Background: an optimization exercise with open tools, aiming at small area, a short achievable clock period and few clock cycles. Do not read the settings as production practice.
RTL that was checked went through simulation tests only; none was proved equivalent to the original.
Only the layout flow was run in runs 3 to 7; the RTL was not checked for function there.
In every run shown here, the design's own scripts or RTL, not TritonCTS, make the clock network.
No driver is modelled on the clock port, so clock power and skew are understated where the tree is cut down; a real chip needs a root buffer or a tree.
Power figures rest on the tool's default switching activity, not on a simulated workload.

==> flow/design.v <==
`default_nettype none
package sps_pkg;
  localparam int MAX_PATTERN_DEF = 16;
  localparam int MAX_TEXT_DEF    = 65536;
  localparam int POS_W     = 16;
  localparam int LEN_W     = 5;
  localparam int CFG_W     = 64;
  localparam int CFG_IDX_W = 3;
  localparam int STATUS_W  = 2;
  localparam int BYTE_W    = 8;
  localparam logic CMD_TEXT = 1'b0;
  localparam logic CMD_END  = 1'b1;
  typedef enum logic [CFG_IDX_W-1:0] {
    CFG_PATTERN_LOW    = 3'd0,
    CFG_PATTERN_HIGH   = 3'd1,
    CFG_PATTERN_LENGTH = 3'd2,
    CFG_SEARCH_BACK    = 3'd3,
    CFG_BOUND_POSITION = 3'd4
  } cfg_idx_e;
  typedef enum logic [STATUS_W-1:0] {
    STATUS_OK        = 2'd0,
    STATUS_BOUND_ERR = 2'd1,
    STATUS_TOO_LONG  = 2'd2
  } status_e;
endpackage
`default_nettype wire
`default_nettype none
module substring_position_search #(
  parameter int MAX_PATTERN = sps_pkg::MAX_PATTERN_DEF,
  parameter int MAX_TEXT    = sps_pkg::MAX_TEXT_DEF
) (
  input  wire logic                          clk_i,
  input  wire logic                          rst_ni,
  input  wire logic                          cfg_we_i,
  input  wire logic [sps_pkg::CFG_IDX_W-1:0] cfg_idx_i,
  input  wire logic [sps_pkg::CFG_W-1:0]     cfg_data_i,
  input  wire logic                          text_valid_i,
  output logic                               text_ready_o,
  input  wire logic                          text_cmd_i,
  input  wire logic [sps_pkg::BYTE_W-1:0]    text_byte_i,
  output logic                               result_valid_o,
  input  wire logic                          result_ready_i,
  output logic                               result_found_o,
  output logic [sps_pkg::POS_W-1:0]          result_position_o,
  output logic [sps_pkg::STATUS_W-1:0]       result_status_o
);
  localparam int CNT_W  = $clog2(MAX_TEXT + 1);
  localparam int POS_W  = sps_pkg::POS_W;
  localparam int LEN_W  = sps_pkg::LEN_W;
  localparam int BYTE_W = sps_pkg::BYTE_W;
  logic [sps_pkg::CFG_W-1:0] pat_low_q, pat_high_q;
  logic                      pat_low_set_q, pat_high_set_q;
  logic [LEN_W-1:0]          len_q;
  logic                      backward_q;
  logic [POS_W-1:0]          bound_q;
  logic                   s0_valid_q;
  logic                   s0_end_q;
  logic [BYTE_W-1:0]      s0_byte_q;
  logic                   s0_may_take_q;   
  logic [1:0]             seen_q;          
  logic [MAX_PATTERN-1:0] pm_q;         
  logic [CNT_W-1:0]       count_q;      
  logic                   overflow_q;
  logic                   ge_q;         
  logic                   byte_q;       
  logic                   may_take_q;   
  logic                   end_q;        
  logic                   cond_q;       
  logic                   e_empty_q, e_ovf_q, e_back_q, e_len0_q;
  logic                         match_valid_q;
  logic [POS_W-1:0]             pos_q;   
  logic                         out_valid_q;
  logic                         found_q;
  logic [sps_pkg::STATUS_W-1:0] status_q;
  logic                         ready_q;
  logic                 in_xfer, in_may_take, s1_byte, s1_end, byte_adv;
  logic [2*sps_pkg::CFG_W-1:0] pattern;
  logic                 len0, len0_next;
  logic [MAX_PATTERN-1:0] eq;
  logic                 byte_zero, ge_now;
  logic                 hit, take, hold_end, hold_byte, load, out_next;
  logic                 byte_next, may_take_next, end_next, needs_out_next;
  logic [LEN_W:0]       start_lo;
  logic [POS_W-LEN_W-1:0] start_hi, start_hi_m1;
  logic [POS_W-1:0]     start_pos;
  logic                 res_found, res_pos_ok;
  logic [sps_pkg::STATUS_W-1:0] res_status;
  assign pattern = {pat_high_q, pat_low_q};
  assign len0    = (len_q == '0);
  assign in_xfer = text_valid_i && ready_q;
  assign in_may_take = seen_q[1] || (len_q <= LEN_W'(seen_q) + LEN_W'(1));
  always_ff @(posedge clk_i or negedge rst_ni) begin
    if (!rst_ni) begin
      s0_valid_q <= 1'b0;
      seen_q     <= '0;
    end else begin
      s0_valid_q <= in_xfer;
      if (in_xfer) begin
        if (text_cmd_i == sps_pkg::CMD_END) seen_q <= '0;
        else if (!seen_q[1])                seen_q <= seen_q + 2'd1;
      end
    end
  end
  always_ff @(posedge clk_i) begin
    s0_end_q      <= (text_cmd_i == sps_pkg::CMD_END);
    s0_byte_q     <= text_byte_i;
    s0_may_take_q <= in_may_take;
  end
  assign s1_byte  = s0_valid_q && !s0_end_q;
  assign s1_end   = s0_valid_q && s0_end_q;
  assign byte_adv = s1_byte && !overflow_q && !count_q[CNT_W-1];
  assign byte_zero = (s0_byte_q == '0);
  always_comb begin
    for (int j = 0; j < MAX_PATTERN; j++) begin
      if ((j < 8) ? pat_low_set_q : pat_high_set_q) begin
        eq[j] = (pattern[BYTE_W*j +: BYTE_W] == s0_byte_q);
      end else begin
        eq[j] = byte_zero;
      end
    end
  end
  assign ge_now = ge_q || (count_q == CNT_W'(bound_q));
  always_comb begin
    hit = 1'b0;
    for (int l = 1; l <= MAX_PATTERN; l++) begin
      if (len_q == LEN_W'(l)) hit = pm_q[l-1];
    end
  end
  assign start_lo    = {1'b0, count_q[LEN_W-1:0]} - {1'b0, len_q};
  assign start_hi    = count_q[POS_W-1:LEN_W];
  assign start_hi_m1 = count_q[POS_W-1:LEN_W] - 1'b1;
  assign start_pos   = {start_lo[LEN_W] ? start_hi_m1 : start_hi, start_lo[LEN_W-1:0]};
  assign take = byte_q && hit && (backward_q ? !cond_q : !match_valid_q);
  assign hold_end  = end_q && out_valid_q;
  assign hold_byte = byte_q && may_take_q && out_valid_q;
  assign load      = end_q && !out_valid_q;
  assign out_next  = load || (out_valid_q && !result_ready_i);
  always_comb begin
    res_found  = 1'b0;
    res_status = sps_pkg::STATUS_OK;
    if (e_ovf_q) begin
      res_status = sps_pkg::STATUS_TOO_LONG;
    end else if (e_back_q) begin
      if (e_empty_q) begin
        res_found = e_len0_q;
      end else if (!cond_q) begin
        res_status = sps_pkg::STATUS_BOUND_ERR;
      end else begin
        res_found = e_len0_q || match_valid_q;
      end
    end else begin
      res_found = e_len0_q || match_valid_q;
    end
  end
  assign res_pos_ok = res_found && !(e_back_q && e_empty_q);
  always_ff @(posedge clk_i) begin
    if (cfg_we_i && cfg_idx_i == sps_pkg::CFG_PATTERN_LOW)  pat_low_q  <= cfg_data_i;
    if (cfg_we_i && cfg_idx_i == sps_pkg::CFG_PATTERN_HIGH) pat_high_q <= cfg_data_i;
  end
  always_ff @(posedge clk_i or negedge rst_ni) begin
    if (!rst_ni) begin
      pat_low_set_q  <= 1'b0;
      pat_high_set_q <= 1'b0;
      len_q          <= '0;
      backward_q     <= 1'b0;
      bound_q        <= '0;
    end else if (cfg_we_i) begin
      case (cfg_idx_i)
        sps_pkg::CFG_PATTERN_LOW:    pat_low_set_q  <= 1'b1;
        sps_pkg::CFG_PATTERN_HIGH:   pat_high_set_q <= 1'b1;
        sps_pkg::CFG_PATTERN_LENGTH: len_q <= cfg_data_i[LEN_W-1] ? LEN_W'(MAX_PATTERN)
                                                                  : cfg_data_i[LEN_W-1:0];
        sps_pkg::CFG_SEARCH_BACK:    backward_q <= cfg_data_i[0];
        sps_pkg::CFG_BOUND_POSITION: bound_q    <= cfg_data_i[POS_W-1:0];
        default: ;
      endcase
    end
  end
  always_ff @(posedge clk_i or negedge rst_ni) begin
    if (!rst_ni) begin
      pm_q       <= '0;
      count_q    <= '0;
      overflow_q <= 1'b0;
      ge_q       <= 1'b0;
    end else if (s1_end) begin
      pm_q       <= '0;
      count_q    <= '0;
      overflow_q <= 1'b0;
      ge_q       <= 1'b0;
    end else if (s1_byte && !overflow_q) begin
      if (count_q[CNT_W-1]) begin
        overflow_q <= 1'b1;
      end else begin
        pm_q    <= {pm_q[MAX_PATTERN-2:0], backward_q || ge_now} & eq;
        count_q <= count_q + CNT_W'(1);
        ge_q    <= ge_now;
      end
    end
  end
  assign byte_next     = byte_adv || hold_byte;
  assign may_take_next = (byte_adv && s0_may_take_q) || hold_byte;
  assign end_next      = s1_end || hold_end;
  always_ff @(posedge clk_i or negedge rst_ni) begin
    if (!rst_ni) begin
      byte_q     <= 1'b0;
      may_take_q <= 1'b0;
      end_q      <= 1'b0;
    end else begin
      byte_q     <= byte_next;
      may_take_q <= may_take_next;
      end_q      <= end_next;
    end
  end
  always_ff @(posedge clk_i) begin
    if (s0_valid_q) begin
      cond_q <= ge_q;
    end
    if (s1_end) begin
      e_empty_q <= (count_q == '0);
      e_ovf_q   <= overflow_q;
      e_back_q  <= backward_q;
      e_len0_q  <= len0;
    end
  end
  always_ff @(posedge clk_i or negedge rst_ni) begin
    if (!rst_ni) begin
      match_valid_q <= 1'b0;
    end else if (load) begin
      match_valid_q <= 1'b0;
    end else if (take && !hold_byte) begin
      match_valid_q <= 1'b1;
    end
  end
  always_ff @(posedge clk_i) begin
    if (load) begin
      if (!res_pos_ok) pos_q <= '0;
    end else if (s1_end && len0) begin
      pos_q <= bound_q;
    end else if (take && !hold_byte) begin
      pos_q <= start_pos;
    end
  end
  always_ff @(posedge clk_i or negedge rst_ni) begin
    if (!rst_ni) begin
      out_valid_q <= 1'b0;
    end else begin
      out_valid_q <= out_next;
    end
  end
  always_ff @(posedge clk_i) begin
    if (load) begin
      found_q  <= res_found;
      status_q <= res_status;
    end
  end
  assign needs_out_next = (may_take_next && byte_next && out_next)
                          || (in_xfer && (text_cmd_i == sps_pkg::CMD_END || in_may_take));
  assign len0_next = (cfg_we_i && cfg_idx_i == sps_pkg::CFG_PATTERN_LENGTH)
                     ? (cfg_data_i[LEN_W-1:0] == '0) : len0;
  always_ff @(posedge clk_i or negedge rst_ni) begin
    if (!rst_ni) begin
      ready_q <= 1'b0;
    end else begin
      ready_q <= !((needs_out_next || (end_next && out_next)) && (out_next || end_next))
                 && !(len0_next && (out_next || end_next
                                    || (in_xfer && text_cmd_i == sps_pkg::CMD_END)));
    end
  end
  assign text_ready_o      = ready_q;
  assign result_valid_o    = out_valid_q;
  assign result_found_o    = found_q;
  assign result_position_o = pos_q;
  assign result_status_o   = status_q;
endmodule
`default_nettype wire
==> flow/flow/run.sh <==
#!/bin/bash
set -e
export BUFFER_PORTS_ARGS="-buffer_cell sky130_fd_sc_hd__buf_1"
export PRE_CTS_TCL="$PWD/flow/pre_cts.tcl"
export MTREE_LEAVES=9
bash standard.sh > standard.log 2>&1
==> flow/flow/mtree.tcl <==
# Hand-built two-level clock tree: one root buffer next to the clock port,
# driving K leaf buffers, each at the centre of a k-means cluster of flops.
proc mtree_build {K bufcell rootcell} {
  set block [ord::get_db_block]
  set db [ord::get_db]
  set clknet [$block findNet clk_i]
  set sinks {}
  foreach it [$clknet getITerms] { lappend sinks $it }
  set n [llength $sinks]
  set xs {}; set ys {}
  foreach it $sinks {
    set inst [$it getInst]
    set bb [$inst getBBox]
    lappend xs [expr {([$bb xMin] + [$bb xMax]) / 2.0}]
    lappend ys [expr {([$bb yMin] + [$bb yMax]) / 2.0}]
  }
  # k-means, initial centres spread by sorted order
  set idx [lsort -integer -indices [lmap x $xs y $ys {expr {int($x + 0.3*$y)}}]]
  set cx {}; set cy {}
  for {set k 0} {$k < $K} {incr k} {
    set i [lindex $idx [expr {int(($k + 0.5) * $n / $K)}]]
    lappend cx [lindex $xs $i]; lappend cy [lindex $ys $i]
  }
  set cap [expr {int(ceil(1.15 * $n / $K))}]
  for {set iter 0} {$iter < 30} {incr iter} {
    # balanced assignment: each sink goes to the nearest centre with room
    set cnt [lrepeat $K 0]
    set asg [lrepeat $n -1]
    set order {}
    for {set i 0} {$i < $n} {incr i} {
      set best 1e30
      for {set k 0} {$k < $K} {incr k} {
        set d [expr {abs([lindex $xs $i]-[lindex $cx $k]) + abs([lindex $ys $i]-[lindex $cy $k])}]
        if {$d < $best} {set best $d}
      }
      lappend order [list $i $best]
    }
    foreach p [lsort -real -decreasing -index 1 $order] {
      set i [lindex $p 0]
      set best 1e30; set bk -1
      for {set k 0} {$k < $K} {incr k} {
        if {[lindex $cnt $k] >= $cap} continue
        set d [expr {abs([lindex $xs $i]-[lindex $cx $k]) + abs([lindex $ys $i]-[lindex $cy $k])}]
        if {$d < $best} {set best $d; set bk $k}
      }
      lset asg $i $bk
      lset cnt $bk [expr {[lindex $cnt $bk] + 1}]
    }
    set sx [lrepeat $K 0.0]; set sy [lrepeat $K 0.0]
    for {set i 0} {$i < $n} {incr i} {
      set k [lindex $asg $i]
      lset sx $k [expr {[lindex $sx $k] + [lindex $xs $i]}]
      lset sy $k [expr {[lindex $sy $k] + [lindex $ys $i]}]
    }
    for {set k 0} {$k < $K} {incr k} {
      set c [lindex $cnt $k]
      if {$c > 0} {
        lset cx $k [expr {[lindex $sx $k] / $c}]
        lset cy $k [expr {[lindex $sy $k] / $c}]
      }
    }
  }
  set bufm [$db findMaster $bufcell]
  set rootm [$db findMaster $rootcell]
  # root buffer at the centroid of the leaf buffers
  set rx 0.0; set ry 0.0
  for {set k 0} {$k < $K} {incr k} { set rx [expr {$rx + [lindex $cx $k]}]; set ry [expr {$ry + [lindex $cy $k]}] }
  set rx [expr {int($rx / $K)}]; set ry [expr {int($ry / $K)}]
  set root [odb::dbInst_create $block $rootm clkbuf_root]
  $root setLocation $rx $ry
  $root setPlacementStatus PLACED
  set rootnet [odb::dbNet_create $block clknet_root]
  $rootnet setSigType CLOCK
  [$root findITerm A] connect $clknet
  [$root findITerm X] connect $rootnet
  set leafnets {}
  for {set k 0} {$k < $K} {incr k} {
    set b [odb::dbInst_create $block $bufm clkbuf_leaf_$k]
    $b setLocation [expr {int([lindex $cx $k])}] [expr {int([lindex $cy $k])}]
    $b setPlacementStatus PLACED
    set net [odb::dbNet_create $block clknet_leaf_$k]
    $net setSigType CLOCK
    [$b findITerm A] connect $rootnet
    [$b findITerm X] connect $net
    lappend leafnets $net
  }
  for {set i 0} {$i < $n} {incr i} {
    set it [lindex $sinks $i]
    $it disconnect
    $it connect [lindex $leafnets [lindex $asg $i]]
  }
  puts "mtree: $n sinks, $K leaves, counts $cnt"
}
==> flow/flow/pre_cts.tcl <==
# Replace TritonCTS with a hand-built two-level clock tree (mtree.tcl): a root
# buffer driving K leaf buffers, each leaf at the centre of a balanced cluster
# of flip-flops. The rest of the CTS step (legalisation, timing repair) runs
# as usual.
source [file join [file dirname [info script]] mtree.tcl]
mtree_build $::env(MTREE_LEAVES) sky130_fd_sc_hd__clkbuf_16 sky130_fd_sc_hd__clkbuf_16
rename clock_tree_synthesis __tritoncts
proc clock_tree_synthesis {args} { puts "clock tree built by mtree.tcl; TritonCTS not run" }
set_propagated_clock [all_clocks]
==> flow/standard.sh <==
#!/bin/bash
# synth_recipe.tcl (not shown) runs the flow's synth.tcl, then flattens the netlist and writes it again
# the make line also repeats each setting of config.mk as NAME=value (left out here)
make -C /OpenROAD-flow-scripts/flow DESIGN_CONFIG=/design/flow/config.mk WORK_HOME=/design/flow/orfs CLKGATE_MAP_FILE= SYNTH_SCRIPT=/design/flow/synth_recipe.tcl "${@:-finish}"
==> flow/config.mk <==
export PLATFORM = sky130hd
export DESIGN_NAME = substring_position_search
export DESIGN_NICKNAME = substring_position_search
export VERILOG_FILES = /design/flow/design.v
export SDC_FILE = /design/flow/constraint.sdc
export NUM_CORES = 4
export LEC_CHECK = 0
export ABC_CLOCK_PERIOD_IN_PS = 2000
export CAP_MARGIN = 20
export CORE_MARGIN = 2
export CORE_UTILIZATION = 60
export SETUP_SLACK_MARGIN = 3.8
export SLEW_MARGIN = 20
==> flow/constraint.sdc <==
create_clock -name core_clock -period 6.0 [get_ports {clk_i}]
set_input_delay 1.2000 -clock core_clock [delete_from_list [all_inputs] [get_ports {clk_i}]]
set_output_delay 1.2000 -clock core_clock [all_outputs]
set_load 0.01 [all_outputs]
==> results of run 1 <==
==> layout by cell type (no fill, tap or decap), types with 6 or more instances in the layout <==
cell type and count:
ha_1 10, xor2_1 11, mux2_2 20, inv_1 14, buf_1 96, nand4_1 39
dfxtp_2 6, buf_4 25, dfrtp_2 6, xnor2_1 149, nand2b_1 6, nand2_1 29
o21ai_0 46, a21oi_1 17, clkbuf_16 10, a32o_1 15, a31oi_1 10, or3_1 11
nor2_1 30, edfxtp_1 152, nand3_1 12, dfrtp_1 62
==> power by group <==
| group | internal, uW | leakage (uW) | switching [uW] |
|---|---|---|---|
| Combinational | 378 | 0.00153 | 459 |
| Sequential | 1870 | 0.00235 | 115 |
| Clock | 301 | 0.000123 | 446 |
| Total | 2540 | 0.00400 | 1020 |
==> registers in the layout (all words and copies together) (netlist names), 2 cells and up <==
register    count
pm_q           16
status_q        2
len_q           5
count_q        17
pos_q          16
pat_high_q     64
seen_q          2
bound_q        16
pat_low_q      64
s0_byte_q       8
==> metal layers <==
layer,share of wire,wire (um),track usage,up-vias
li1,-,-,-,3093
met1,0.41,9550,0.337,3260
met2,0.51,11800,0.448,192
met3,0.042,959,0.0191,41
met4,0.033,759,0.0648,0
met5,0,0,0,-
==> worst max-delay path, cell delays in order <==
cell,delay [ns]
buf_1,0.25
nor4bb_4,0.40
buf_12,0.35
==> cells by family after synthesis <==
| family | after synthesis | share of synthesized area |
|---|---|---|
| AOI/OAI and AO/OA | 115 | 0.0714 |
| xor gates and xnor gates | 160 | 0.135 |
| adders and majority gates | 16 | 0.0200 |
| buffers and inverters | 55 | 0.0227 |
| DFF | 230 | 0.622 |
| muxes | 23 | 0.0258 |
| and+or+nand+nor | 185 | 0.103 |
==> final cells by class <==
| cell class | count | area, um^2 | share of cell area |
|---|---|---|---|
| sequential | 230 | 6480 | 0.557 |
| multi-input combinational | 500 | 3890 | 0.335 |
| tap | 225 | 282 | 0.0242 |
| buffer | 10 | 250 | 0.0215 |
| inverter | 19 | 76.3 | 0.00656 |
| timing repair buffer | 130 | 653 | 0.0561 |
==> per-stage QoR <==
step                      utilization  area (um^2)  setup slack [ns]  total power [uW]
after CTS                       0.673        11500              3.83              3540
after global placement          0.645        11000              3.03              2720
final                           0.680        11600              3.81              3560
after detailed placement        0.645        11000              2.95              2750
after global routing            0.680        11600              3.76              3730
after floorplan                     -        10500              2.18              2520
==> what timing repair did <==
item                                    CTS  global route
pin swaps                                 2             4
gates cloned                              0             1
resized for setup                        27            18
endpoints found under the setup margin  186            32
buffers inserted                         14             7
==> worst paths after layout <==
path                                  endpoint  slack (ns)  cells after the start
worst max-delay path            pat_high_q[59]        3.81                      3
worst min-delay path                may_take_q        0.47                      2
worst max register to register       pos_q[13]        3.85                      5
worst min register to register      may_take_q        0.47                      2
max in group asynchronous             len_q[1]        4.37                      2
min in group asynchronous          count_q[11]        0.98                      2
==> impl_metrics.yaml, run 1 <==
floorplanning:
  rows: 48
  die_area_um2: 18400
  core_area_um2: 17100
  die_h_um: 136
  io_pins: 102
  floorplan.initialDensity: 0.607
  die_w_um: 136
timing:
  worstMarginPinSlew_ns: 0.887
  rsz0062_at_grt: "true"
  min_period_over_period: 0.366
  setup_viol: 0
  slew_headroom: 0.409
  clock_skew_ns: 0.0354
  fmax_ghz: 0.456
  period_minus_slack_ns: 2.19
  setup_tns_ns: 0
  finalHoldViolations: 0
  holdWs_ns: 0.471
  slew_viol_final: 0
drt:
  ant_nets: 0
  vias_per_cell: 5.91
  drt_iter0_markers: 379
  dr.pass1.iters: 5
  drcViolationCount: 0
  wirelength_um: 23000
  wl_per_cell_um: 20.7
  num_vias: 6586
critical_path:
  startpoint: "cfg_we_i"
  criticalPathCategory: "input port to flop"
  cp-end-kind: "flop"
  reg2reg_from: "count_q[8]"
  critical_path.startpoint_type: "input port"
  cp.required_ns: 6.05
  critPathArrivalTime_ns: 2.25
  worstPathMaxFanout: 65
synthesis:
  yosys-top-cells-count: "152 x edfxtp_1, 149 x xnor2_1, 68 x dfrtp_1"
  ys_ff_latch: 230
  syn-num-nets: 881
  synth_top_area_share: 0.439
  yosysMostFrequentCell: "edfxtp_1"
  synth_edf_count: 152
  synth_area_um2: 10400
  synth_area_leader_cell: "edfxtp_1"
  yosysUniqueCellTypes: 64
  ys.flop_type: "edfxtp_1"
  postSynthCellCount: 784
  netlist_top_cells_area: "edfxtp_1 44%, dfrtp_1 16%, xnor2_1 13%"
  yosysSeqAreaShare: 0.622
  async_reset_ff_frac: 0.296
  ys_warn_count: 1
  syn_avg_cell_area_um2: 13.3
grt:
  antenna_found_initial: 0
  grt.overflow.total: 0
  grt_pass1_wl_um: 35900
  track_usage: 0.252
  grt_pass1_vias: 6558
  grt_max_degree: 69
final_layout:
  syn2layout_area_growth_pct: 11.9
  num-fill-cells: 1300
  antenna_cells: 0
  final_cells: 1114
  drive_above_1_share: 0.129
  finish.net_count: 988
min_path:
  hold_start: "s0_may_take_q"
  hp-class: "flop to flop"
pwr:
  p_per_area_nw_per_um2: 306
  ir_worst_vdd_uv: 280
  p_leak_uw: 0.00400
placement:
  dp_hpwl_um: 16000
  dp.cells: 1082
  port_buffers: 101
  routabilityCongestion: 0.868
clocking:
  cts-hold-fix-buffers: 0
  clk_pin_slew_ns: 0.09
  insertion_delay_ns: 0.41
outcome:
  status: "complete, no violations"
run:
  maxCapViolations: 0
Testbench counts, summed over its fixed seeds: cycles 176,684.
==> run 2, diff against run 1 <==
==> flow/flow/run.sh (replaced) <==
#!/bin/bash
set -e
export BUFFER_PORTS_ARGS="-buffer_cell sky130_fd_sc_hd__buf_1"
export PRE_CTS_TCL="$PWD/flow/pre_cts.tcl"
export MTREE_LEAVES=10
bash standard.sh > standard.log 2>&1
--- a/flow/flow/pre_cts.tcl
+++ b/flow/flow/pre_cts.tcl
@@ -1,2 +1,15 @@
+# Before the clock tree: give the control inputs that fan out to many register
+# enables a stronger port buffer than the buf_1 used on every port.
+set block [ord::get_db_block]
+foreach p {cfg_we_i cfg_idx_i[0] cfg_idx_i[1] cfg_idx_i[2] text_valid_i text_cmd_i result_ready_i} {
+  set bt [$block findBTerm $p]
+  if {$bt eq "NULL"} continue
+  foreach it [[$bt getNet] getITerms] {
+    set inst [$it getInst]
+    if {[string match *buf_1 [[$inst getMaster] getName]]} {
+      replace_cell [$inst getName] sky130_fd_sc_hd__buf_4
+    }
+  }
+}
 # Replace TritonCTS with a hand-built two-level clock tree (mtree.tcl): a root
 # buffer driving K leaf buffers, each leaf at the centre of a balanced cluster
--- a/flow/config.mk
+++ b/flow/config.mk
@@ -9,5 +9,5 @@
 export CAP_MARGIN = 20
 export CORE_MARGIN = 2
-export CORE_UTILIZATION = 60
+export CORE_UTILIZATION = 50
 export SETUP_SLACK_MARGIN = 3.8
 export SLEW_MARGIN = 20
==> impl_metrics.yaml, run 2 <==
critical_path:
  criticalPathCategory: "input port to flop"
  r2r-end: "pos_q[11]"
  crit_chain: "buf_1 > or4_1 > nor3_1 > a21oi_1 > a21oi_1 > a311oi_1"
  worstPathMaxFanout: 9
  reg2reg_from: "count_q[4]"
  reg2reg_depth: 6
  critPathArrivalTime_ns: 2.44
  cp_common_cell: "a21oi_1"
  cp-end-kind: "flop"
  cp.required_ns: 6.29
  slowest_stage: "or4_1"
  critical_path.startpoint_type: "input port"
  cp_slowest_stage_delay_ns: 0.55
  ff2ff_setup_slack_ns: 3.90
clocking:
  insertion_delay_ns: 0.42
  cts-hold-fix-buffers: 0
  clk_pin_slew_ns: 0.09
final_layout:
  num-fill-cells: 1709
  drive_above_1_share: 0.142
  syn2layout_area_growth_pct: 13.5
  mostFrequentLayoutCell: "edfxtp_1"
  final_area_um2: 11800
  finish.net_count: 998
  layout_common_cells: "152 x edfxtp_1, 149 x xnor2_1, 93 x buf_1, 59 x dfrtp_1, 46 x o21ai_0"
  antenna_cells: 0
  reg.largest.list: "pat_high_q (64), pat_low_q (64), count_q (17)"
drt:
  ant_nets: 0
  dr.pass1.iters: 5
  wl_per_cell_um: 20.2
  drt_iter0_markers: 316
  drcViolationCount: 0
  wirelength_um: 23600
  num_vias: 6550
  vias_per_cell: 5.60
synthesis:
  synth_edf_count: 152
  syn_avg_cell_area_um2: 13.3
  yosysUniqueCellTypes: 64
  async_reset_ff_frac: 0.296
  ys.flop_type: "edfxtp_1"
  yosysSeqAreaShare: 0.622
  synth_area_um2: 10400
  yosys-top-cells-count: "152 x edfxtp_1, 149 x xnor2_1, 68 x dfrtp_1"
  netlist_top_cells_area: "edfxtp_1 44%, dfrtp_1 16%, xnor2_1 13%"
  synth_area_leader_cell: "edfxtp_1"
  synth_top_area_share: 0.439
  yosysMostFrequentCell: "edfxtp_1"
  ys_warn_count: 1
  ys_ff_latch: 230
  syn-num-nets: 881
  postSynthCellCount: 784
timing:
  slew_headroom: 0.413
  finalHoldViolations: 0
  fmax_ghz: 0.465
  rsz0062_at_grt: "true"
  slew_viol_final: 0
  period_minus_slack_ns: 2.15
  setup_viol: 0
  min_period_over_period: 0.359
  setup_tns_ns: 0
  worstMarginPinSlew_ns: 0.881
  clock_skew_ns: 0.0274
  holdWs_ns: 0.467
grt:
  antenna_found_initial: 0
  grt_max_degree: 69
  grt.overflow.total: 0
  track_usage: 0.211
  grt_pass1_vias: 6656
  grt_pass1_wl_um: 36400
floorplanning:
  floorplan.initialDensity: 0.512
  die_w_um: 148
  die_h_um: 148
  core_area_um2: 20300
  io_pins: 102
  die_area_um2: 22000
  rows: 52
placement:
  dp_hpwl_um: 16000
  port_buffers: 101
  post_dp_cell_area_um2: 11100
  routabilityCongestion: 0.830
min_path:
  hold_depth: 2
  hold_path_end: "may_take_q"
  hold_start: "s0_may_take_q"
  hp-class: "flop to flop"
run:
  maxCapViolations: 0
pwr:
  p_per_area_nw_per_um2: 305
  ir_worst_vdd_uv: 238
  p_leak_uw: 0.00405
outcome:
  status: "complete, no violations"
==> run 2: stage by stage <==
step           power, uW  setup slack [ns]  cells   util
2_1_floorplan       2520              2.18    784      -
3_3_place_gp        2730              2.66   1131  0.548
3_5_place_dp        2750              2.53   1131  0.548
4_1_cts             3580              3.80   1156  0.573
5_1_grt             3770              3.73   1169  0.581
6_report            3590              3.85   1169  0.581
==> run 2: how the worst max path moves through the flow <==
stage | cells past startpoint | endpoint | startpoint
after global placement | 6 | pos_q[10] | s0_valid_q
final | 6 | ready_q | cfg_data_i[4]
after detailed placement | 6 | pos_q[10] | s0_valid_q
after floorplan | 1 | pat_high_q[0] | cfg_we_i
after CTS | 4 | bound_q[1] | cfg_idx_i[2]
after global routing | 6 | ready_q | cfg_data_i[4]
==> run 2: cell families (layout without fill, tap and decap cells) <==
| kind of cell | count (synthesis) | in the layout | synth area share |
|---|---|---|---|
| DFF | 230 | 230 | 0.622 |
| buffers and inverters | 55 | 169 | 0.0227 |
| AOI/OAI and AO/OA | 115 | 115 | 0.0714 |
| adders and majority gates | 16 | 16 | 0.0200 |
| xor gates and xnor gates | 160 | 160 | 0.135 |
| and+or+nand+nor | 185 | 186 | 0.103 |
| muxes | 23 | 23 | 0.0258 |
==> run 2: timing repair <==
action                                  CTS  global route
pin swaps                                 1             9
gates resized for setup                  21            19
buffers inserted                         13            12
endpoints found under the setup margin  164           149
cloned                                    1             1
==> run 2: per-layer routing <==
metal / wire length, um / GRT usage / vias to the layer above
li1: - / - / 3107
met2: 12100 / 0.379 / 172
met3: 958 / 0.0178 / 40
met5: 0 / 0 / -
met1: 9930 / 0.282 / 3231
met4: 636 / 0.0476 / 0
==> run 2: where the power goes <==
group	internal (uW)	switching, uW	total, uW
Sequential	1870	102	1970
Clock	328	449	777
Combinational	378	470	848
==> run 2: critical path: cells and delay by family <==
kind / cells / cell delay, ns
AOI/OAI and AO/OA: 3 / 0.29
buffers and inverters: 1 / 0.18
and+or+nand+nor: 2 / 0.76
==> run 2: layout make-up <==
type / instances / area (um^2) / share of cell area
multi-input combinational: 500 / 3890 / 0.330
timing repair inverter: 1 / 5.00 / 0.000424
tap: 270 / 338 / 0.0286
inverter: 19 / 80.1 / 0.00679
buffer: 11 / 275 / 0.0233
sequential: 230 / 6480 / 0.549
timing repair buffer: 138 / 724 / 0.0614
==> run 3, diff against run 2 <==
--- a/flow/design.v
+++ b/flow/design.v
@@ -256,6 +256,5 @@
   assign needs_out_next = (may_take_next && byte_next && out_next)
                           || (in_xfer && (text_cmd_i == sps_pkg::CMD_END || in_may_take));
-  assign len0_next = (cfg_we_i && cfg_idx_i == sps_pkg::CFG_PATTERN_LENGTH)
-                     ? (cfg_data_i[LEN_W-1:0] == '0) : len0;
+  assign len0_next = len0 || (cfg_we_i && cfg_idx_i == sps_pkg::CFG_PATTERN_LENGTH);
   always_ff @(posedge clk_i or negedge rst_ni) begin
     if (!rst_ni) begin
--- a/flow/flow/mtree.tcl
+++ b/flow/flow/mtree.tcl
@@ -1,4 +1,4 @@
-# Hand-built two-level clock tree: one root buffer next to the clock port,
-# driving K leaf buffers, each at the centre of a k-means cluster of flops.
+# Hand-built two-level clock tree: one root buffer (at the centre of the leaf
+# buffers) driving K leaf buffers, each at the centre of a k-means cluster of flops.
 proc mtree_build {K bufcell rootcell} {
   set block [ord::get_db_block]
==> impl_metrics.yaml, run 3 <==
critical_path:
  cp_slowest_stage_delay_ns: 0.44
  cp.required_ns: 4.80
  cp-end-kind: "output pin"
  slowest_stage: "edfxtp_1"
  critPathArrivalTime_ns: 1.01
  path_delay_family: "flip-flops"
  criticalPathCategory: "flop to output pin"
  critical_path.startpoint_type: "flop"
  worstPathMaxFanout: 1
  crit_chain: "clkbuf_2"
  critical_path_buf_inv_count: 1
timing:
  min_period_over_period: 0.369
  fmax_ghz: 0.452
  rsz0062_at_grt: "true"
  setup_tns_ns: 0
  setup_viol: 0
  timing.final.ws_setup_ns: 3.79
  clock_skew_ns: 0.0191
  slew_headroom: 0.398
  slew_viol_final: 0
  period_minus_slack_ns: 2.21
  finalHoldViolations: 0
  worstMarginPinSlew_ns: 0.904
synthesis:
  yosysUniqueCellTypes: 61
  yosysSeqAreaShare: 0.626
  async_reset_ff_frac: 0.296
  synth_area_leader_cell: "edfxtp_1"
  synth_area_um2: 10300
  postSynthCellCount: 784
  synth_top_area_share: 0.442
  yosys-top-cells-count: "160 x xnor2_1, 152 x edfxtp_1, 68 x dfrtp_1"
  synth_edf_count: 152
  yosysMostFrequentCell: "xnor2_1"
  netlist_top_cells_area: "edfxtp_1 44%, dfrtp_1 16%, xnor2_1 14%"
  syn_avg_cell_area_um2: 13.2
  syn-num-nets: 881
  ys_ff_latch: 230
  ys.flop_type: "edfxtp_1"
  ys_warn_count: 1
placement:
  port_buffers: 101
  post-place-ws_ns: 3.03
  routabilityCongestion: 0.872
  dp_hpwl_um: 15300
  post_dp_cell_area_um2: 11000
drt:
  drt_iter0_markers: 401
  drcViolationCount: 0
  dr.pass1.iters: 5
  vias_per_cell: 5.56
  wirelength_um: 22700
  wl_per_cell_um: 19.7
  ant_nets: 0
  num_vias: 6396
grt:
  met2_usage: 0.325
  grtUsageMet1: 0.323
  grtUsageMet3: 0.0145
  grt_max_degree: 69
  grt_pass1_vias: 6318
  grt-busiest-layer: "met2"
  antenna_found_initial: 0
  grt.overflow.total: 0
  grt_pass1_wl_um: 35500
  track_usage: 0.206
final_layout:
  mostFrequentLayoutCell: "xnor2_1"
  multi_input_area_um2: 3710
  final_area_um2: 11500
  layout_common_cells: "160 x xnor2_1, 152 x edfxtp_1, 90 x buf_1, 62 x dfrtp_1"
  reg.largest.list: "pat_high_q (64), pat_low_q (64), count_q (17)"
  syn2layout_area_growth_pct: 11.4
  fin_util: 0.569
  antenna_cells: 0
  finish.net_count: 980
  seqCellArea_um2: 6480
  drive_above_1_share: 0.114
  num-fill-cells: 1692
clocking:
  cts-hold-fix-buffers: 0
  insertion_delay_ns: 0.42
  clk_pin_slew_ns: 0.10
outcome:
  status: "complete, no violations"
pwr:
  p_leak_uw: 0.00395
  ir_worst_vdd_uv: 231
  p_per_area_nw_per_um2: 318
floorplanning:
  die_area_um2: 21800
  floorplan.initialDensity: 0.511
  rows: 52
  die_h_um: 148
  die_w_um: 148
  core_area_um2: 20200
  io_pins: 102
run:
  maxCapViolations: 0
min_path:
  hp-class: "flop to flop"
run 3: per-stage QoR:
stage / std cells / hold slack (ns) / power, uW
final: 1151 / 0.497 / 3660
after global routing: 1151 / 0.520 / 3850
after global placement: 1125 / 0.466 / 2820
after floorplan: 784 / 0.439 / 2580
after CTS: 1141 / 0.494 / 3650
after detailed placement: 1126 / 0.468 / 2840
run 3: area by class of cell:
type,instances,share of cell area
inverter,23,0.00771
buffer,11,0.0239
timing repair buffer,123,0.0544
multi-input combinational,494,0.322
tap,270,0.0293
sequential,230,0.562
run 3: cell families (layout without fill, tap and decap cells):
kind of cell	Yosys count	in the layout	share of synthesized area
compound gates	105	106	0.0658
xor+xnor	170	170	0.144
mux	24	24	0.0266
fa+ha+maj	16	16	0.0201
flops	230	230	0.626
buf+inv	61	157	0.0264
simple gates	178	178	0.0915
run 3: power breakdown:
part	leakage (uW)	internal (uW)	switching [uW]
Combinational	0.00146	373	486
Clock	0.000136	328	455
Sequential	0.00235	1890	129
Total	0.00395	2590	1070
run 3: final timing paths:
kind	endpoint	depth (start not counted)	slack, ns	startpoint
setup / recovery	result_position_o[4]	1	3.79	pos_q[4]
hold / removal	status_q[1]	0	0.50	e_ovf_q
setup reg to reg	pos_q[15]	6	3.84	len_q[4]
hold reg to reg	status_q[1]	0	0.50	e_ovf_q
max in group asynchronous	count_q[11]	2	4.35	rst_ni
min in group asynchronous	pat_low_set_q	2	0.99	rst_ni
run 3: per-layer routing:
layer  part of all wire  up-vias
met5                  0        -
met4              0.021        0
li1                   -     3013
met3              0.048       30
met2               0.45      160
met1               0.48     3193
run 3: timing repair:
action	4_1_cts	5_1_grt
pin swaps	0	4
endpoints found under the setup margin	167	125
gates resized for setup	12	15
hold endpoints to repair	0	0
setup buffers	4	9
gates cloned	0	1
==> run 4, diff against run 3 <==
--- a/flow/config.mk
+++ b/flow/config.mk
@@ -7,7 +7,7 @@
 export LEC_CHECK = 0
 export ABC_CLOCK_PERIOD_IN_PS = 2000
-export CAP_MARGIN = 20
+export CAP_MARGIN = 10
 export CORE_MARGIN = 2
 export CORE_UTILIZATION = 50
 export SETUP_SLACK_MARGIN = 3.8
-export SLEW_MARGIN = 20
+export SLEW_MARGIN = 10
==> impl_metrics.yaml, run 4 <==
floorplanning:
  core_area_um2: 20200
  io_pins: 102
  die_h_um: 148
  floorplan.initialDensity: 0.511
  die_w_um: 148
  die_area_um2: 21800
  rows: 52
drt:
  wirelength_um: 23100
  num_vias: 6423
  drt_iter0_markers: 421
  ant_nets: 0
  wl_per_cell_um: 20.0
  drcViolationCount: 0
  dr.pass1.iters: 4
  vias_per_cell: 5.56
synthesis:
  ys.flop_type: "edfxtp_1"
  ys_warn_count: 1
  ys_ff_latch: 230
  synth_edf_count: 152
  synth_top_area_share: 0.442
  synth_area_um2: 10300
  syn-num-nets: 881
  synth_area_leader_cell: "edfxtp_1"
  yosysMostFrequentCell: "xnor2_1"
  netlist_top_cells_area: "edfxtp_1 44%, dfrtp_1 16%, xnor2_1 14%"
  yosysSeqAreaShare: 0.626
  async_reset_ff_frac: 0.296
  postSynthCellCount: 784
  syn_avg_cell_area_um2: 13.2
  yosys-top-cells-count: "160 x xnor2_1, 152 x edfxtp_1, 68 x dfrtp_1"
  yosysUniqueCellTypes: 61
timing:
  period_minus_slack_ns: 2.21
  slew_viol_final: 0
  finalHoldViolations: 0
  min_period_over_period: 0.369
  rsz0062_at_grt: "true"
  slew_headroom: 0.199
  worstMarginPinSlew_ns: 1.19
  holdWs_ns: 0.498
  clock_skew_ns: 0.0259
  fmax_ghz: 0.452
  setup_tns_ns: 0
  setup_viol: 0
critical_path:
  cp-end-kind: "output pin"
  criticalPathCategory: "flop to output pin"
  path_delay_family: "flip-flops"
  worstPathMaxFanout: 1
  critPathArrivalTime_ns: 1.01
  cp_slowest_stage_delay_ns: 0.45
  crit_chain: "clkbuf_2"
  cp.required_ns: 4.80
  critical_path_buf_inv_count: 1
  slowest_stage: "edfxtp_1"
  ff2ff_setup_slack_ns: 3.81
  critical_path.startpoint_type: "flop"
final_layout:
  reg.largest.list: "pat_high_q (64), pat_low_q (64), count_q (17)"
  syn2layout_area_growth_pct: 12.2
  mostFrequentLayoutCell: "xnor2_1"
  antenna_cells: 0
  finish.net_count: 984
  drive_above_1_share: 0.129
  final_area_um2: 11600
  layout_common_cells: "160 x xnor2_1, 152 x edfxtp_1, 89 x buf_1, 61 x dfrtp_1, 39 x nand4_1"
outcome:
  status: "complete, no violations"
pwr:
  ir_worst_vdd_uv: 198
  p_leak_uw: 0.00396
  p_per_area_nw_per_um2: 319
clocking:
  cts-hold-fix-buffers: 0
  insertion_delay_ns: 0.41
  clk_pin_slew_ns: 0.10
grt:
  grt_max_degree: 69
  grt_pass1_vias: 6391
  antenna_found_initial: 0
  grt_pass1_wl_um: 35800
  track_usage: 0.208
  grt.overflow.total: 0
min_path:
  hp-class: "flop to flop"
run:
  maxCapViolations: 0
placement:
  post_dp_cell_area_um2: 11000
  routabilityCongestion: 0.872
  dp_hpwl_um: 15300
  port_buffers: 101
==> run 4: cell counts after synthesis <==
Identical to the previous run, type by type.
==> run 4: cell type report <==
type,instances,area (um^2)
Buffer,11,275
Fill cell,1702,8630
Inverter,23,91.3
Multi-Input combinational cell,494,3750
Sequential cell,230,6480
Tap cell,270,338
Timing Repair Buffer,127,667
==> run 4: cell families (layout without fill, tap and decap cells) <==
logic type               after synthesis  in the layout  synth area share
AO/OA/AOI/OAI                        105            106            0.0658
multiplexers                          24             24            0.0266
flip-flops                           230            230             0.626
AND/OR/NAND/NOR                      178            178            0.0915
XOR/XNOR                             170            170             0.144
adder cells (fa/ha/maj)               16             16            0.0201
buffers and inverters                 61            161            0.0264
==> run 4: repair_timing <==
item                                    CTS  global route
resized for setup                        14            32
endpoints found under the setup margin  166           136
setup buffers                             6            11
cloned                                    0             2
pin swaps                                 1             8
==> run 4: metrics by stage <==
stage,instances,utilization,setup WS (ns),power [uW]
finish,1155,0.573,3.79,3700
global route,1155,0.573,3.76,3880
CTS,1142,0.562,3.77,3650
detailed placement,1125,0.543,3.06,2840
global placement,1125,0.543,3.17,2820
floorplan,784,-,2.54,2580
==> run 4: layer usage <==
layer  vias up  part of all wire  GRT usage
li1       3011                 -          -
met2       192              0.45      0.332
met5         -                 0          0
met4         0             0.018     0.0313
met3        30             0.053     0.0173
met1      3190              0.47      0.320
==> run 4: power breakdown <==
group | internal (uW) | total, uW | switching [uW]
Sequential | 1890 | 2020 | 129
Clock | 329 | 784 | 455
Combinational | 397 | 899 | 502
==> run 4: final timing paths <==
kind,startpoint,endpoint,depth (start not counted)
min,s0_may_take_q,may_take_q,1
max reg2reg,count_q[1],pos_q[13],8
max,pos_q[4],result_position_o[4],1
max in group asynchronous,rst_ni,count_q[11],2
min reg2reg,s0_may_take_q,may_take_q,1
min in group asynchronous,rst_ni,pat_low_set_q,2
==> run 5, diff against run 4 <==
--- a/flow/flow/run.sh
+++ b/flow/flow/run.sh
@@ -4,3 +4,4 @@
 export PRE_CTS_TCL="$PWD/flow/pre_cts.tcl"
 export MTREE_LEAVES=10
+export MTREE_ROOTS=2
 bash standard.sh > standard.log 2>&1
--- a/flow/flow/mtree.tcl
+++ b/flow/flow/mtree.tcl
@@ -1,5 +1,5 @@
-# Hand-built two-level clock tree: one root buffer (at the centre of the leaf
-# buffers) driving K leaf buffers, each at the centre of a k-means cluster of flops.
-proc mtree_build {K bufcell rootcell} {
+# Hand-built two-level clock tree: R root buffers fed by the clock port (R <= 4),
+# driving K leaf buffers, each at the centre of a balanced k-means cluster of flops.
+proc mtree_build {K bufcell rootcell {R 1}} {
   set block [ord::get_db_block]
   set db [ord::get_db]
@@ -63,15 +63,57 @@
   set bufm [$db findMaster $bufcell]
   set rootm [$db findMaster $rootcell]
-  # root buffer at the centroid of the leaf buffers
-  set rx 0.0; set ry 0.0
-  for {set k 0} {$k < $K} {incr k} { set rx [expr {$rx + [lindex $cx $k]}]; set ry [expr {$ry + [lindex $cy $k]}] }
-  set rx [expr {int($rx / $K)}]; set ry [expr {int($ry / $K)}]
-  set root [odb::dbInst_create $block $rootm clkbuf_root]
-  $root setLocation $rx $ry
-  $root setPlacementStatus PLACED
-  set rootnet [odb::dbNet_create $block clknet_root]
-  $rootnet setSigType CLOCK
-  [$root findITerm A] connect $clknet
-  [$root findITerm X] connect $rootnet
+  # group the leaves around R root buffers (each fed by the clock port)
+  set gx {}; set gy {}
+  set lidx [lsort -integer -indices [lmap x $cx y $cy {expr {int($x + 0.3*$y)}}]]
+  for {set r 0} {$r < $R} {incr r} {
+    set i [lindex $lidx [expr {int(($r + 0.5) * $K / $R)}]]
+    lappend gx [lindex $cx $i]; lappend gy [lindex $cy $i]
+  }
+  set lcap [expr {int(ceil(double($K) / $R))}]
+  for {set iter 0} {$iter < 20} {incr iter} {
+    set rcnt [lrepeat $R 0]
+    set lasg [lrepeat $K -1]
+    set order {}
+    for {set k 0} {$k < $K} {incr k} {
+      set best 1e30
+      for {set r 0} {$r < $R} {incr r} {
+        set d [expr {abs([lindex $cx $k]-[lindex $gx $r]) + abs([lindex $cy $k]-[lindex $gy $r])}]
+        if {$d < $best} {set best $d}
+      }
+      lappend order [list $k $best]
+    }
+    foreach p [lsort -real -decreasing -index 1 $order] {
+      set k [lindex $p 0]
+      set best 1e30; set br -1
+      for {set r 0} {$r < $R} {incr r} {
+        if {[lindex $rcnt $r] >= $lcap} continue
+        set d [expr {abs([lindex $cx $k]-[lindex $gx $r]) + abs([lindex $cy $k]-[lindex $gy $r])}]
+        if {$d < $best} {set best $d; set br $r}
+      }
+      lset lasg $k $br
+      lset rcnt $br [expr {[lindex $rcnt $br] + 1}]
+    }
+    set sx [lrepeat $R 0.0]; set sy [lrepeat $R 0.0]
+    for {set k 0} {$k < $K} {incr k} {
+      set r [lindex $lasg $k]
+      lset sx $r [expr {[lindex $sx $r] + [lindex $cx $k]}]
+      lset sy $r [expr {[lindex $sy $r] + [lindex $cy $k]}]
+    }
+    for {set r 0} {$r < $R} {incr r} {
+      set c [lindex $rcnt $r]
+      if {$c > 0} { lset gx $r [expr {[lindex $sx $r] / $c}]; lset gy $r [expr {[lindex $sy $r] / $c}] }
+    }
+  }
+  set rootnets {}
+  for {set r 0} {$r < $R} {incr r} {
+    set root [odb::dbInst_create $block $rootm clkbuf_root_$r]
+    $root setLocation [expr {int([lindex $gx $r])}] [expr {int([lindex $gy $r])}]
+    $root setPlacementStatus PLACED
+    set rootnet [odb::dbNet_create $block clknet_root_$r]
+    $rootnet setSigType CLOCK
+    [$root findITerm A] connect $clknet
+    [$root findITerm X] connect $rootnet
+    lappend rootnets $rootnet
+  }
   set leafnets {}
   for {set k 0} {$k < $K} {incr k} {
@@ -81,5 +123,5 @@
     set net [odb::dbNet_create $block clknet_leaf_$k]
     $net setSigType CLOCK
-    [$b findITerm A] connect $rootnet
+    [$b findITerm A] connect [lindex $rootnets [lindex $lasg $k]]
     [$b findITerm X] connect $net
     lappend leafnets $net
@@ -90,4 +132,4 @@
     $it connect [lindex $leafnets [lindex $asg $i]]
   }
-  puts "mtree: $n sinks, $K leaves, counts $cnt"
+  puts "mtree: $n sinks, $R roots, $K leaves, counts $cnt, leaves per root $rcnt"
 }
==> flow/flow/pre_cts.tcl (replaced) <==
# Replace TritonCTS with a hand-built two-level clock tree (mtree.tcl): R root
# buffers fed by the clock port, driving K leaf buffers, each leaf at the centre of a balanced cluster
# of flip-flops. The rest of the CTS step (legalisation, timing repair) runs
# as usual.
source [file join [file dirname [info script]] mtree.tcl]
mtree_build $::env(MTREE_LEAVES) sky130_fd_sc_hd__clkbuf_16 sky130_fd_sc_hd__clkbuf_16 $::env(MTREE_ROOTS)
rename clock_tree_synthesis __tritoncts
proc clock_tree_synthesis {args} { puts "clock tree built by mtree.tcl; TritonCTS not run" }
set_propagated_clock [all_clocks]
--- a/flow/config.mk
+++ b/flow/config.mk
@@ -7,7 +7,9 @@
 export LEC_CHECK = 0
 export ABC_CLOCK_PERIOD_IN_PS = 2000
-export CAP_MARGIN = 10
+export CAP_MARGIN = 20
 export CORE_MARGIN = 2
-export CORE_UTILIZATION = 50
+export CORE_UTILIZATION = 40
+export CTS_CLUSTER_DIAMETER = 100
+export CTS_CLUSTER_SIZE = 20
 export SETUP_SLACK_MARGIN = 3.8
-export SLEW_MARGIN = 10
+export SLEW_MARGIN = 20
==> impl_metrics.yaml, run 5 <==
outcome:
  status: "complete, no violations"
synthesis:
  yosysMostFrequentCell: "xnor2_1"
  syn-num-nets: 881
  yosysUniqueCellTypes: 61
  synth_top_family_by_area: "XOR/XNOR gates"
  ys.flop_type: "edfxtp_1"
  postSynthCellCount: 784
  yosys-mux-area-fraction: 0.0266
  synth_compound_area_frac: 0.0658
  synth_edf_count: 152
  synth_area_leader_cell: "edfxtp_1"
  async_reset_ff_frac: 0.296
  netlist_top_cells_area: "edfxtp_1 44%, dfrtp_1 16%, xnor2_1 14%"
  yosys.area_share.xor_xnor: 0.144
  synth_simple_gate_area_frac: 0.0915
  syn_avg_cell_area_um2: 13.2
  synth_top_area_share: 0.442
  synth_fa_ha_area_frac: 0.0201
  ys_warn_count: 1
  ys_ff_latch: 230
  synth_area_um2: 10300
  yosysSeqAreaShare: 0.626
  yosys-top-cells-count: "160 x xnor2_1, 152 x edfxtp_1, 68 x dfrtp_1"
critical_path:
  cp.required_ns: 6.05
  cp-end-kind: "flop"
  criticalPathCategory: "flop to flop"
  critPathArrivalTime_ns: 2.27
  critical_path.startpoint_type: "flop"
  worstPathMaxFanout: 8
  cp_slowest_stage_delay_ns: 0.50
  slowest_stage: "or4_4"
  crit_chain: "inv_2 > a21oi_1 > or4_4 > a41oi_4 > o21ai_4 > a31oi_4 > clkbuf_16"
grt:
  grt_pass1_vias: 6337
  grt_pass1_wl_um: 36600
  grt.overflow.total: 0
  grt_max_degree: 66
  track_usage: 0.175
  antenna_found_initial: 0
pwr:
  p_comb_frac: 0.243
  power.share.sequential: 0.536
  power.total_uw: 3730
  p_leak_uw: 0.00401
  clockPowerShare: 0.220
  switching_share: 0.292
  switchingPower_uw: 1090
  ir_worst_vdd_uv: 193
  p_per_area_nw_per_um2: 317
  power.internal_uw: 2650
floorplanning:
  rows: 58
  die_w_um: 165
  die_area_um2: 27100
  io_pins: 102
  die_h_um: 165
  floorplan.initialDensity: 0.409
  core_area_um2: 25300
timing:
  setup_viol: 0
  fmax_ghz: 0.449
  finalHoldViolations: 0
  timing.final.ws_setup_ns: 3.77
  rsz0062_at_grt: "true"
  min_period_over_period: 0.371
  clock_skew_ns: 0.0247
  period_minus_slack_ns: 2.23
  worstMarginPinSlew_ns: 1.09
  slew_viol_final: 0
  slew_headroom: 0.273
  setup_tns_ns: 0
final_layout:
  syn2layout_area_growth_pct: 14.1
  mostFrequentLayoutCell: "xnor2_1"
  finish.net_count: 991
  num-fill-cells: 2333
  multi_input_area_um2: 3800
  layout_common_cells: "160 x xnor2_1, 152 x edfxtp_1, 98 x buf_1, 60 x dfrtp_1"
  fin_util: 0.467
  drive_above_1_share: 0.128
  seqCellArea_um2: 6480
  reg.largest.list: "pat_high_q (64), pat_low_q (64), count_q (17)"
  antenna_cells: 0
placement:
  post-place-ws_ns: 2.54
  port_buffers: 101
  dp_hpwl_um: 15800
  routabilityCongestion: 0.818
clocking:
  insertion_delay_ns: 0.35
  clk_pin_slew_ns: 0.10
  cts-hold-fix-buffers: 0
drt:
  num_vias: 6396
  dr.pass1.iters: 5
  ant_nets: 0
  drt_iter0_markers: 473
  drcViolationCount: 0
  vias_per_cell: 5.23
  wirelength_um: 24000
  wl_per_cell_um: 19.6
run:
  maxCapViolations: 0
min_path:
  hp-class: "flop to flop"
-- run 5: cell counts after synthesis --
No cell type changed its count.
-- run 5: what timing repair did --
| item | CTS | global route |
|---|---|---|
| pin swaps | 4 | 11 |
| setup buffers | 9 | 9 |
| setup endpoints to repair | 183 | 64 |
| cloned | 2 | 2 |
| resized for setup | 25 | 27 |
| endpoints found under the hold margin | 0 | 0 |
-- run 5: worst paths after layout --
kind | from | to | slack (ns) | cells after the start
setup / recovery | len_q[1] | pos_q[2] | 3.77 | 7
max in group asynchronous | rst_ni | count_q[12] | 4.18 | 2
setup reg to reg | len_q[1] | pos_q[2] | 3.77 | 7
min in group asynchronous | rst_ni | bound_q[1] | 0.72 | 1
hold / removal | s0_may_take_q | may_take_q | 0.50 | 1
hold reg to reg | s0_may_take_q | may_take_q | 0.50 | 1
-- run 5: final cells by class --
cell class	count	share of cell area
Buffer	12	0.0255
Sequential cell	230	0.549
Multi-Input combinational cell	495	0.322
Timing Repair Buffer	132	0.0604
Inverter	23	0.00785
Tap cell	330	0.0350
-- run 5: per-layer routing --
layer | share of wire | vias up | track usage
met5 | 0 | - | 0
met4 | 0.015 | 0 | 0.0241
met3 | 0.049 | 23 | 0.0158
met2 | 0.46 | 160 | 0.288
met1 | 0.47 | 3179 | 0.261
li1 | - | 3034 | -
-- run 5: power groups by stage --
stage                     Clock (uW)  Combinational [uW]  Sequential [uW]
after floorplan                    0                 557             2020
after global placement             0                 788             2040
after detailed placement           0                 799             2040
after CTS                        852                 856             2000
after global routing             898                1020             2020
final                            823                 908             2000
-- run 5: logic make-up (layout without fill, tap and decap cells) --
| family | after synthesis | in the layout |
|---|---|---|
| compound gates | 105 | 106 |
| xor+xnor | 170 | 170 |
| fa+ha+maj | 16 | 16 |
| buf+inv | 61 | 167 |
| flops | 230 | 230 |
| mux | 24 | 24 |
| simple gates | 178 | 179 |
-- run 5: critical path: cells and delay by family (launching register included) --
kind	cells	cell delay, ns
simple gates	1	0.50
buf+inv	2	0.32
compound gates	4	0.67
flops	1	0.44
-- run 5: metrics by stage --
| stage | instance area (um^2) | hold WS, ns | instances |
|---|---|---|---|
| floorplan | 10400 | 0.439 | 784 |
| detailed placement | 11100 | 0.467 | 1188 |
| CTS | 11600 | 0.484 | 1211 |
| global placement | 11100 | 0.457 | 1188 |
| global route | 11800 | 0.530 | 1222 |
| finish | 11800 | 0.496 | 1222 |
==> run 6, diff against run 5 <==
==> flow/flow/run.sh (replaced) <==
#!/bin/bash
set -e
export BUFFER_PORTS_ARGS="-buffer_cell sky130_fd_sc_hd__buf_1"
export PRE_CTS_TCL="$PWD/flow/pre_cts.tcl"
export MTREE_LEAVES=12
export MTREE_ROOTS=4
bash standard.sh > standard.log 2>&1
--- a/flow/config.mk
+++ b/flow/config.mk
@@ -10,6 +10,4 @@
 export CORE_MARGIN = 2
 export CORE_UTILIZATION = 40
-export CTS_CLUSTER_DIAMETER = 100
-export CTS_CLUSTER_SIZE = 20
 export SETUP_SLACK_MARGIN = 3.8
 export SLEW_MARGIN = 20
==> impl_metrics.yaml, run 6 <==
synthesis:
  syn_avg_cell_area_um2: 13.2
  postSynthCellCount: 784
  synth_edf_count: 152
  ys_warn_count: 1
  synth_area_leader_cell: "edfxtp_1"
  yosysUniqueCellTypes: 61
  syn-num-nets: 881
  netlist_top_cells_area: "edfxtp_1 44%, dfrtp_1 16%, xnor2_1 14%"
  synth_top_area_share: 0.442
  yosys-top-cells-count: "160 x xnor2_1, 152 x edfxtp_1, 68 x dfrtp_1"
  synth_area_um2: 10300
  async_reset_ff_frac: 0.296
  yosysSeqAreaShare: 0.626
  ys.flop_type: "edfxtp_1"
  ys_ff_latch: 230
  yosysMostFrequentCell: "xnor2_1"
timing:
  min_period_over_period: 0.373
  rsz0062_at_grt: "true"
  setup_viol: 0
  slew_headroom: 0.273
  clock_skew_ns: 0.0358
  fmax_ghz: 0.447
  finalHoldViolations: 0
  worstMarginPinSlew_ns: 1.09
  slew_viol_final: 0
  setup_tns_ns: 0
  period_minus_slack_ns: 2.24
final_layout:
  finish.net_count: 1000
  drive_above_1_share: 0.134
  mostFrequentLayoutCell: "xnor2_1"
  reg.largest.list: "pat_high_q (64), pat_low_q (64), count_q (17)"
  syn2layout_area_growth_pct: 15.9
  layout_common_cells: "160 x xnor2_1, 152 x edfxtp_1, 98 x buf_1, 61 x dfrtp_1"
  antenna_cells: 0
floorplanning:
  die_w_um: 165
  die_area_um2: 27100
  io_pins: 102
  rows: 58
  die_h_um: 165
  core_area_um2: 25300
  floorplan.initialDensity: 0.409
clocking:
  cts-hold-fix-buffers: 0
  clk_pin_slew_ns: 0.09
  insertion_delay_ns: 0.31
critical_path:
  criticalPathCategory: "flop to flop"
  critPathArrivalTime_ns: 2.25
  critical_path.startpoint_type: "flop"
  startpoint: "len_q[4]"
  cp.required_ns: 6.02
  endpoint: "pos_q[3]"
  cp-end-kind: "flop"
  reg2reg_depth: 6
  reg2reg_from: "len_q[4]"
  worstPathMaxFanout: 8
  ff2ff_setup_slack_ns: 3.76
  r2r-end: "pos_q[3]"
drt:
  wl_per_cell_um: 19.6
  drcViolationCount: 0
  num_vias: 6463
  dr.pass1.iters: 5
  ant_nets: 0
  vias_per_cell: 5.25
  wirelength_um: 24100
  drt_iter0_markers: 455
placement:
  dp_hpwl_um: 15800
  port_buffers: 101
  routabilityCongestion: 0.818
grt:
  grt.overflow.total: 0
  grt_pass1_wl_um: 36400
  track_usage: 0.174
  grt_max_degree: 66
  antenna_found_initial: 0
  grt_pass1_vias: 6367
min_path:
  hp-class: "flop to flop"
run:
  maxCapViolations: 0
pwr:
  p_leak_uw: 0.00409
  ir_worst_vdd_uv: 187
  p_per_area_nw_per_um2: 324
  power.total_uw: 3880
outcome:
  status: "complete, no violations"
-- run 6: metal layers --
layer / track usage / up-vias / share of wire
met1: 0.253 / 3212 / 0.46
met5: 0 / - / 0
met2: 0.287 / 168 / 0.47
met4: 0.0257 / 0 / 0.015
met3: 0.0206 / 23 / 0.056
li1: - / 3060 / -
-- run 6: cell families (layout without fill, tap and decap cells) --
logic type | count (synthesis) | in the layout | share of synthesized area
buffers and inverters | 61 | 176 | 0.0264
AO/OA/AOI/OAI | 105 | 106 | 0.0658
adder cells (fa/ha/maj) | 16 | 16 | 0.0201
AND/OR/NAND/NOR | 178 | 179 | 0.0915
XOR/XNOR | 170 | 170 | 0.144
multiplexers | 24 | 24 | 0.0266
flip-flops | 230 | 230 | 0.626
-- run 6: final cells by class --
| type | count | area [um^2] |
|---|---|---|
| Sequential cell | 230 | 6470 |
| Buffer | 16 | 400 |
| Fill cell | 2312 | 13300 |
| Multi-Input combinational cell | 495 | 3800 |
| Tap cell | 330 | 413 |
| Inverter | 23 | 88.8 |
| Timing Repair Buffer | 137 | 805 |
-- run 6: worst max-delay path, cell delays in order, from the launching register on --
cell and delay (ns):
dfrtp_1 0.41, nand2b_2 0.24, or4_4 0.54, a41oi_4 0.18
o21ai_4 0.10, a31oi_4 0.26, clkbuf_16 0.21
-- run 6: per-stage QoR --
step	utilization	instance area, um^2	worst slack [ns]	hold WS [ns]	std cells
floorplan	-	10400	2.54	0.439	784
global placement	0.439	11100	2.59	0.457	1188
detailed placement	0.439	11100	2.54	0.467	1188
CTS	0.464	11700	3.80	0.481	1219
global route	0.474	12000	3.73	0.516	1231
finish	0.474	12000	3.76	0.481	1231
-- run 6: worst min path at each step --
stage / startpoint / endpoint / cells after the start / slack [ns]
3_3_place_gp: s0_may_take_q / may_take_q / 1 / 0.46
5_1_grt: ge_q / cond_q / 0 / 0.52
3_5_place_dp: s0_may_take_q / may_take_q / 1 / 0.47
2_1_floorplan: s0_may_take_q / may_take_q / 1 / 0.44
6_report: s0_may_take_q / may_take_q / 1 / 0.48
4_1_cts: s0_may_take_q / may_take_q / 1 / 0.48
-- run 6: power by group --
group / switching, uW / internal [uW]
sequential: 112 / 1890
clock: 474 / 478
combinational: 516 / 409
-- run 6: repair_timing --
action | 4_1_cts | 5_1_grt
setup endpoints to repair | 183 | 130
cloned | 1 | 5
pin swaps | 5 | 4
resized for setup | 23 | 28
buffers inserted | 14 | 7
==> run 7, diff against run 6 <==
==> flow/flow/run.sh (replaced) <==
#!/bin/bash
set -e
export BUFFER_PORTS_ARGS="-buffer_cell sky130_fd_sc_hd__buf_1"
export PRE_CTS_TCL="$PWD/flow/pre_cts.tcl"
export MTREE_LEAVES=10
export MTREE_ROOTS=1
bash standard.sh > standard.log 2>&1
==> impl_metrics.yaml, run 7 <==
drt:
  num_vias: 6385
  drt_iter0_markers: 450
  ant_nets: 0
  vias_per_cell: 5.24
  wirelength_um: 23500
  dr.pass1.iters: 5
  drcViolationCount: 0
  wl_per_cell_um: 19.3
synthesis:
  synth_area_leader_cell: "edfxtp_1"
  async_reset_ff_frac: 0.296
  ys_ff_latch: 230
  yosys-top-cells-count: "160 x xnor2_1, 152 x edfxtp_1, 68 x dfrtp_1"
  synth_area_um2: 10300
  ys.flop_type: "edfxtp_1"
  synth_top_area_share: 0.442
  syn-num-nets: 881
  yosysUniqueCellTypes: 61
  yosysSeqAreaShare: 0.626
  yosysMostFrequentCell: "xnor2_1"
  netlist_top_cells_area: "edfxtp_1 44%, dfrtp_1 16%, xnor2_1 14%"
  syn_avg_cell_area_um2: 13.2
  postSynthCellCount: 784
  ys_warn_count: 1
  synth_edf_count: 152
critical_path:
  r2r-end: "pos_q[15]"
  criticalPathCategory: "flop to flop"
  slowest_stage: "or4_4"
  endpoint: "pos_q[15]"
  reg2reg_from: "count_q[11]"
  cp-end-kind: "flop"
  worstPathMaxFanout: 6
  startpoint: "count_q[11]"
  crit_chain: "or3_1 > or2_4 > or4_4 > nor3_4 > xnor2_1 > a21oi_1"
  reg2reg_depth: 6
  ff2ff_setup_slack_ns: 3.79
  cp.required_ns: 6.14
  critical_path.startpoint_type: "flop"
  cp_slowest_stage_delay_ns: 0.49
  critPathArrivalTime_ns: 2.35
timing:
  timing.final.ws_setup_ns: 3.79
  worstMarginPinSlew_ns: 0.759
  period_minus_slack_ns: 2.21
  min_period_over_period: 0.368
  setup_viol: 0
  slew_headroom: 0.494
  clock_skew_ns: 0.0274
  setup_tns_ns: 0
  rsz0062_at_grt: "true"
  slew_viol_final: 0
  finalHoldViolations: 0
  fmax_ghz: 0.452
floorplanning:
  die_area_um2: 27100
  floorplan.initialDensity: 0.409
  die_w_um: 165
  core_area_um2: 25300
  die_h_um: 165
  io_pins: 102
  rows: 58
final_layout:
  layout_common_cells: "160 x xnor2_1, 152 x edfxtp_1, 96 x buf_1, 62 x dfrtp_1"
  syn2layout_area_growth_pct: 13.1
  num-fill-cells: 2351
  seqCellArea_um2: 6470
  fin_util: 0.463
  mostFrequentLayoutCell: "xnor2_1"
  antenna_cells: 0
  multi_input_area_um2: 3770
  drive_above_1_share: 0.121
  reg.largest.list: "pat_high_q (64), pat_low_q (64), count_q (17)"
  finish.net_count: 988
clocking:
  clk_pin_slew_ns: 0.10
  insertion_delay_ns: 0.42
  cts-hold-fix-buffers: 0
placement:
  routabilityCongestion: 0.818
  dp_hpwl_um: 15800
  port_buffers: 101
  post-place-ws_ns: 2.54
pwr:
  p_per_area_nw_per_um2: 317
  p_leak_uw: 0.00398
  power.total_uw: 3710
  ir_worst_vdd_uv: 192
grt:
  grt_pass1_wl_um: 36600
  grt_pass1_vias: 6310
  grt_max_degree: 66
  grt.overflow.total: 0
  antenna_found_initial: 0
  track_usage: 0.175
run:
  maxCapViolations: 0
min_path:
  hp-class: "flop to flop"
outcome:
  status: "complete, no violations"
## run 7: cell counts after synthesis
Identical to the previous run, type by type.
## run 7: cells by family after synthesis
family,after synthesis,share of synthesized area
muxes,24,0.0266
xor gates and xnor gates,170,0.144
and+or+nand+nor,178,0.0915
adders and majority gates,16,0.0201
buffers and inverters,61,0.0264
DFF,230,0.626
AOI/OAI and AO/OA,105,0.0658
## run 7: how the worst min path moves through the flow
stage                   from         end  cells after the start
6_report       s0_may_take_q  may_take_q                      1
5_1_grt        s0_may_take_q  may_take_q                      1
4_1_cts        s0_may_take_q  may_take_q                      1
3_5_place_dp   s0_may_take_q  may_take_q                      1
3_3_place_gp   s0_may_take_q  may_take_q                      1
2_1_floorplan  s0_may_take_q  may_take_q                      1
## run 7: layout make-up
type | instances | share of cell area
plain buffers | 11 | 0.0235
inverters | 23 | 0.00781
multi-input cells | 495 | 0.323
flip-flops and latches | 230 | 0.554
well taps | 330 | 0.0353
repair buffers | 130 | 0.0565
## run 7: report_power, final
part	switching [uW]	total, uW	internal [uW]
clock	464	792	329
combinational	512	917	405
sequential	110	2000	1890
## run 7: through the flow
stage / instance area (um^2) / hold WS [ns] / std cells
after CTS: 11500 / 0.484 / 1210
after global routing: 11700 / 0.526 / 1219
after floorplan: 10400 / 0.439 / 784
final: 11700 / 0.484 / 1219
after detailed placement: 11100 / 0.467 / 1188
after global placement: 11100 / 0.457 / 1188
## run 7: per-layer routing
metal,vias up,routed length [um],track usage
met1,3170,11100,0.261
li1,3032,-,-
met3,20,1190,0.0163
met4,0,299,0.0213
met5,-,0,0
met2,163,10900,0.289
## run 7: worst max-delay path, delay by kind of cell (launching register included)
kind,cells,cell delay (ns)
and+or+nand+nor,4,1.26
DFF,1,0.45
xor gates and xnor gates,1,0.14
AOI/OAI and AO/OA,1,0.10
## run 7: timing repair
action	CTS	global route
endpoints found under the setup margin	184	153
resized for setup	18	24
pin swaps	4	5
gates cloned	2	0
setup buffers	9	9

## what the ideal ports hide
In the flow no input, the clock included, has a driving cell. The finished layouts below were timed again as built, in two steps. Step 1: set_driving_cell puts a clkbuf_16 on clk_i and a buf_2 on each other input, an assumption about the parent block. Step 2 adds t to the input delays and takes it off the output delays; t is the mean of the earliest and latest rising clock arrival at the registers after step 1. Input paths then give back, and output paths get back, about the clock's delay inside the block. a / b / c = no drivers / after step 1 / after step 2; a / b = the first two.
run	shift t [ns]	slack for setup (ns)	clock arrival spread, ns	worst register clock-pin slew, ns
run 1	0.438	3.805 / 3.812 / 3.374	0.036 / 0.036	0.11 / 0.11
run 2	0.446	3.849 / 3.825 / 3.422	0.032 / 0.031	0.10 / 0.10
run 3	0.450	3.786 / 3.744 / 3.440	0.019 / 0.020	0.10 / 0.10
run 4	0.444	3.786 / 3.745 / 3.436	0.028 / 0.027	0.10 / 0.10
run 5	0.398	3.773 / 3.773 / 3.485	0.026 / 0.026	0.10 / 0.10
run 6	0.384	3.764 / 3.764 / 3.515	0.037 / 0.037	0.09 / 0.09
run 7	0.452	3.790 / 3.790 / 3.431	0.029 / 0.029	0.10 / 0.10
After both steps every run listed still meets setup and hold. For run 1, which loses most, drivers alone change the setup slack by +0.007 ns; drivers and shift together by -0.431 ns.
